What follows belongs to an exercise in optimizing a design on an open flow for small area, a short achievable clock period and few clock cycles per item; a production flow would make more cautious choices.
Only simulation tests tie the RTL to the original design; equivalence was not proved.
No activity file was given, so power comes from the tool's default toggle rates.

== run 1 ==
## battery_soc_power_mode_controller
module battery_soc_power_mode_controller
(
  input  logic                clk,
  input  logic                rst,
  input  logic                s_tvalid,
  output logic                s_tready,
  input  logic [bspmc_pkg::OpW-1:0]      s_tuser,
  input  logic [bspmc_pkg::InDatW-1:0]   s_tdata,
  output logic                m_tvalid,
  input  logic                m_tready,
  output logic [bspmc_pkg::OutDatW-1:0]  m_tdata,
  input  logic                cfg_valid,
  output logic                cfg_ready,
  input  logic [bspmc_pkg::CfgIdxW-1:0]  cfg_index,
  input  logic [bspmc_pkg::CfgDatW-1:0]  cfg_data
);
Size: ~2200 cells after synthesis, ~200 flip-flops, roughly 180 I/O pins.
Settings: LEC_CHECK=0, CAP_MARGIN=20, CORE_MARGIN=2, CORE_UTILIZATION=40, PLACE_DENSITY=0.6, SETUP_SLACK_MARGIN=2.4, SLEW_MARGIN=20, TNS_END_PERCENT=100; clock period 5.0 ns.
standard.sh (not shown) runs the stock make flow with config.mk's settings and CLKGATE_MAP_FILE= SYNTH_SCRIPT=/design/flow/synth_recipe.tcl, a recipe that flattens the netlist after the stock synthesis.
==> flow/flow/run.sh <==
#!/bin/bash
# Standard ORFS layout (the standard.sh), except that synthesis maps with
# the delay-driven ABC script in flow/abc_speed.script and without the adder
# cell mapping, and the port buffers start as buf_1 cells.
set -euo pipefail
rm -rf scripts_abc
cp -r "$FLOW_HOME/scripts" scripts_abc
cp flow/abc_speed.script scripts_abc/abc_speed.script
bash standard.sh SCRIPTS_DIR="$PWD/scripts_abc" ADDER_MAP_FILE= BUFFER_PORTS_ARGS="-buffer_cell sky130_fd_sc_hd__buf_1"  finish > standard.log 2>&1
==> flow/flow/abc_speed.script <==
strash
dch
map -D 1500
topo
stime -c
buffer -c
upsize -c -D 1500
dnsize -c -D 1500
Testbench counts of run 1, summed over its fixed seeds: cycles 12,008, items 12,000.
The inputs of run 2 differ from those of run 1 as listed below.
- SETUP_SLACK_MARGIN now 2.0, was 2.4
diff --git a/flow/flow/run.sh b/flow/flow/run.sh
--- a/flow/flow/run.sh
+++ b/flow/flow/run.sh
@@ -7,3 +7,3 @@
 cp -r "$FLOW_HOME/scripts" scripts_abc
 cp flow/abc_speed.script scripts_abc/abc_speed.script
-bash standard.sh SCRIPTS_DIR="$PWD/scripts_abc" ADDER_MAP_FILE= BUFFER_PORTS_ARGS="-buffer_cell sky130_fd_sc_hd__buf_1"  finish > standard.log 2>&1
+bash standard.sh SCRIPTS_DIR="$PWD/scripts_abc" ADDER_MAP_FILE= BUFFER_PORTS_ARGS="-buffer_cell sky130_fd_sc_hd__buf_1" CTS_ARGS='-sink_clustering_enable -repair_clock_nets -dont_use_dummy_load -sink_clustering_size 10 -buf_list {sky130_fd_sc_hd__clkbuf_4 sky130_fd_sc_hd__clkbuf_8}' finish > standard.log 2>&1
==> flow/flow/abc_speed.script <==
strash
balance
rewrite
refactor
balance
rewrite
rewrite -z
balance
refactor -z
rewrite -z
balance
dch
map -D 1500
topo
stime -c
buffer -c
upsize -c -D 1500
dnsize -c -D 1500
==> run notes <==
Synthesized cell count down 120 in run 2 wrt run 1. In the tables for run 2 and run 1, slew at the pin with the worst max-slew slack reads lower with run 2. Number of buffers and inverters on the critical path (lower): run 2. Looking at share of total power in sequential cells, run 2 sits 8.9 points above run 1. [compare] base=run 1 new=run 2: fmax decreased by 0.034 GHz relative to the old numbers; all-layer global routing usage moved down. Between run 1 and run 2, total internal power decreased.
[inputs] run 3 vs run 2
- swapping 2.0 for 2.2 in SETUP_SLACK_MARGIN
- swapping 0.6 for 0.75 in PLACE_DENSITY
- swapping 40 for 55 in CORE_UTILIZATION
==> flow/flow/run.sh <==
#!/bin/bash
# Standard ORFS layout (the standard.sh), except that synthesis maps with
# the delay-driven ABC script in flow/abc_speed.script and without the adder
# cell mapping, and the port buffers start as buf_1 cells.
set -euo pipefail
rm -rf scripts_abc
cp -r "$FLOW_HOME/scripts" scripts_abc
cp flow/abc_speed.script scripts_abc/abc_speed.script
bash standard.sh SCRIPTS_DIR="$PWD/scripts_abc" ADDER_MAP_FILE= BUFFER_PORTS_ARGS="-buffer_cell sky130_fd_sc_hd__buf_1" CTS_ARGS='-sink_clustering_enable -repair_clock_nets -dont_use_dummy_load -buf_list {sky130_fd_sc_hd__clkbuf_4 sky130_fd_sc_hd__clkbuf_8}' finish > standard.log 2>&1
==> flow/flow/abc_speed.script <==
strash
dch
map -D 1500
topo
stime -c
buffer -c
upsize -c -D 1500
dnsize -c -D 1500
[summary]
Final net count delta for run 3 relative to run 2: 123 higher. Fraction of synthesized cell area in xor and xnor cells (higher): run 3. Compared run 3 vs run 2, and finished layout cell area is up in run 3. From run 2 to run 3 the numbers moved as follows: number of well-tap cells placed shows a reduction of 118, worst setup slack shows an increase of 110 ps. Compared to run 2, run 3 was floorplanned on a smaller die.
--- input diff run 3..run 4 ---
- PLACE_DENSITY: 0.75 -> 0.6
- CORE_UTILIZATION: 55 -> 40
- SETUP_SLACK_MARGIN: 2.2 -> 2.0
==> flow/flow/run.sh <==
#!/bin/bash
# Standard ORFS layout (the standard.sh), except that synthesis maps with
# the delay-driven ABC script in flow/abc_speed.script and without the adder
# cell mapping, and the port buffers start as buf_1 cells.
set -euo pipefail
rm -rf scripts_abc
cp -r "$FLOW_HOME/scripts" scripts_abc
cp flow/abc_speed.script scripts_abc/abc_speed.script
bash standard.sh SCRIPTS_DIR="$PWD/scripts_abc" ADDER_MAP_FILE= BUFFER_PORTS_ARGS="-buffer_cell sky130_fd_sc_hd__buf_1" CTS_ARGS='-sink_clustering_enable -repair_clock_nets -dont_use_dummy_load -buf_list {sky130_fd_sc_hd__clkbuf_8 sky130_fd_sc_hd__clkbuf_16}' finish > standard.log 2>&1
==> flow/flow/abc_speed.script <==
strash
balance
rewrite
refactor
balance
rewrite
rewrite -z
balance
refactor -z
rewrite -z
balance
dch
map -D 1750
topo
stime -c
buffer -c
upsize -c -D 1750
dnsize -c -D 1750
==> comparison <==
Every stage of the flow completed for run 4, and the final layout passed the timing, DRC and antenna checks. ~same final instance area in run 4 and run 3. Compared to run 3, run 4 has height of the die about 14% higher. In run 4 the met1 track demand over resource in global routing turned out 7.2 points lower than in run 3. Run 3 → run 4: final period utilization rose by 3.6 points; post-detailed-route via-to-cell ratio decreased 4.4%; worst hold margin went up. Comparing run 4 and run 3, post-cts sizing count is lower on run 3. Run 4 and run 3 ended up with roughly the same synthesized-area fraction occupied by adder cells. After synthesis and placement, the instance count of run 4 is below that of run 3.
For run 5, these inputs were changed with respect to run 4:
- CORE_UTILIZATION: 40 -> 55
- SETUP_SLACK_MARGIN: 2.0 -> 2.2
- PLACE_DENSITY: 0.6 -> 0.75
==> flow/flow/run.sh <==
#!/bin/bash
# Standard ORFS layout (the standard.sh), except that synthesis maps with
# the delay-driven ABC script in flow/abc_speed.script and without the adder
# cell mapping, and the port buffers start as buf_1 cells.
set -euo pipefail
rm -rf scripts_abc
cp -r "$FLOW_HOME/scripts" scripts_abc
cp flow/abc_speed.script scripts_abc/abc_speed.script
bash standard.sh SCRIPTS_DIR="$PWD/scripts_abc" ADDER_MAP_FILE= BUFFER_PORTS_ARGS="-buffer_cell sky130_fd_sc_hd__buf_1" CTS_ARGS='-sink_clustering_enable -repair_clock_nets -dont_use_dummy_load -buf_list {sky130_fd_sc_hd__clkbuf_4 sky130_fd_sc_hd__clkbuf_8}' finish > standard.log 2>&1
==> flow/flow/abc_speed.script <==
strash
dch
map -D 1750
topo
stime -c
buffer -c
upsize -c -D 1750
dnsize -c -D 1750
Every run (run 5 and run 4) finished clean.
Summary of run 5 over run 4: number of nets at the end of the flow up about 3.6%; routed wire length down about 5%; finished layout cell area up 120 um2.
Run 5 ended up with soc_est[23]$_SDFFE_PP0P_ as its timing startpoint of the critical path; run 4 ended up with s_tdata[0].
Going from run 4 to run 5, the data required time at the worst endpoint was found to have gone up by 110 ps.
Between run 4 and run 5, the flow reports site row count decreasing by more than 10%.
In the flow results for run 5 and run 4, the initial standard-cell utilization of the core is larger on run 5.
> inputs changed (run 5 -> run 6)
- swapping 0.75 for 0.6 in PLACE_DENSITY
- swapping 55 for 40 in CORE_UTILIZATION
- swapping 2.2 for 1.8 in SETUP_SLACK_MARGIN
==> flow/flow/run.sh <==
#!/bin/bash
# Standard ORFS layout (the standard.sh), except that synthesis maps with
# the delay-driven ABC script in flow/abc_speed.script and without the adder
# cell mapping, and the port buffers start as buf_1 cells.
set -euo pipefail
rm -rf scripts_abc
cp -r "$FLOW_HOME/scripts" scripts_abc
cp flow/abc_speed.script scripts_abc/abc_speed.script
bash standard.sh SCRIPTS_DIR="$PWD/scripts_abc" ADDER_MAP_FILE= BUFFER_PORTS_ARGS="-buffer_cell sky130_fd_sc_hd__buf_1" CTS_ARGS='-sink_clustering_enable -repair_clock_nets -dont_use_dummy_load -buf_list {sky130_fd_sc_hd__clkbuf_8 sky130_fd_sc_hd__clkbuf_16}' finish > standard.log 2>&1
==> flow/flow/abc_speed.script <==
strash
balance
rewrite
refactor
balance
rewrite
rewrite -z
balance
refactor -z
rewrite -z
balance
dch
map -D 1500
topo
stime -c
buffer -c
upsize -c -D 1500
dnsize -c -D 1500
Between run 6 and run 5, the worst hold slack is lower for run 5.
Sort run 6 and run 5 by total half-perimeter wirelength after legalization and detailed placement, descending, and run 6 comes first.
Diff run 5 -> run 6: clock latency reported for the late side of the worst-skew pair down 20 ps; via count of the first global-routing pass increased 1.3%; fmax went down by 4.4%.
Summary of the comparison: count of non-filler cells in the finished layout is higher in run 6, relative to run 5.
Global-route wire length before repair up about 11% in run 6 wrt run 5

[static timing again, ports no longer ideal]
The results above use ideal ports. As a check the final layouts listed here were re-extracted and re-timed, cells and wires unchanged.
Step 1, drivers: a clkbuf_16 drives clk and a buf_2 each remaining input, both assumed.
Step 2 times the ports against the registers' clock, not the clock port: input delays grow and output delays shrink by t, the midpoint of the rising clock arrivals with the driver on.
a / b / c = no drivers / after step 1 / after step 2; a / b = the first two.
| run | shift t [ns] | setup slack, ns | worst register clock-pin slew, ns |
|---|---|---|---|
| run 1 | 0.501 | 2.399 / 2.399 / 1.981 | 0.08 / 0.08 |
| run 2 | 0.530 | 2.143 / 2.143 / 1.726 | 0.12 / 0.12 |
| run 3 | 0.503 | 2.254 / 2.254 / 1.777 | 0.12 / 0.12 |
| run 4 | 0.483 | 2.074 / 2.078 / 1.614 | 0.09 / 0.09 |
| run 5 | 0.512 | 2.169 / 2.169 / 1.730 | 0.10 / 0.10 |
| run 6 | 0.494 | 2.038 / 2.038 / 1.659 | 0.09 / 0.09 |
After both steps every run listed still meets setup and hold. For run 3, which loses most, drivers alone change the setup slack by 0.000 ns; drivers and shift together by -0.477 ns.
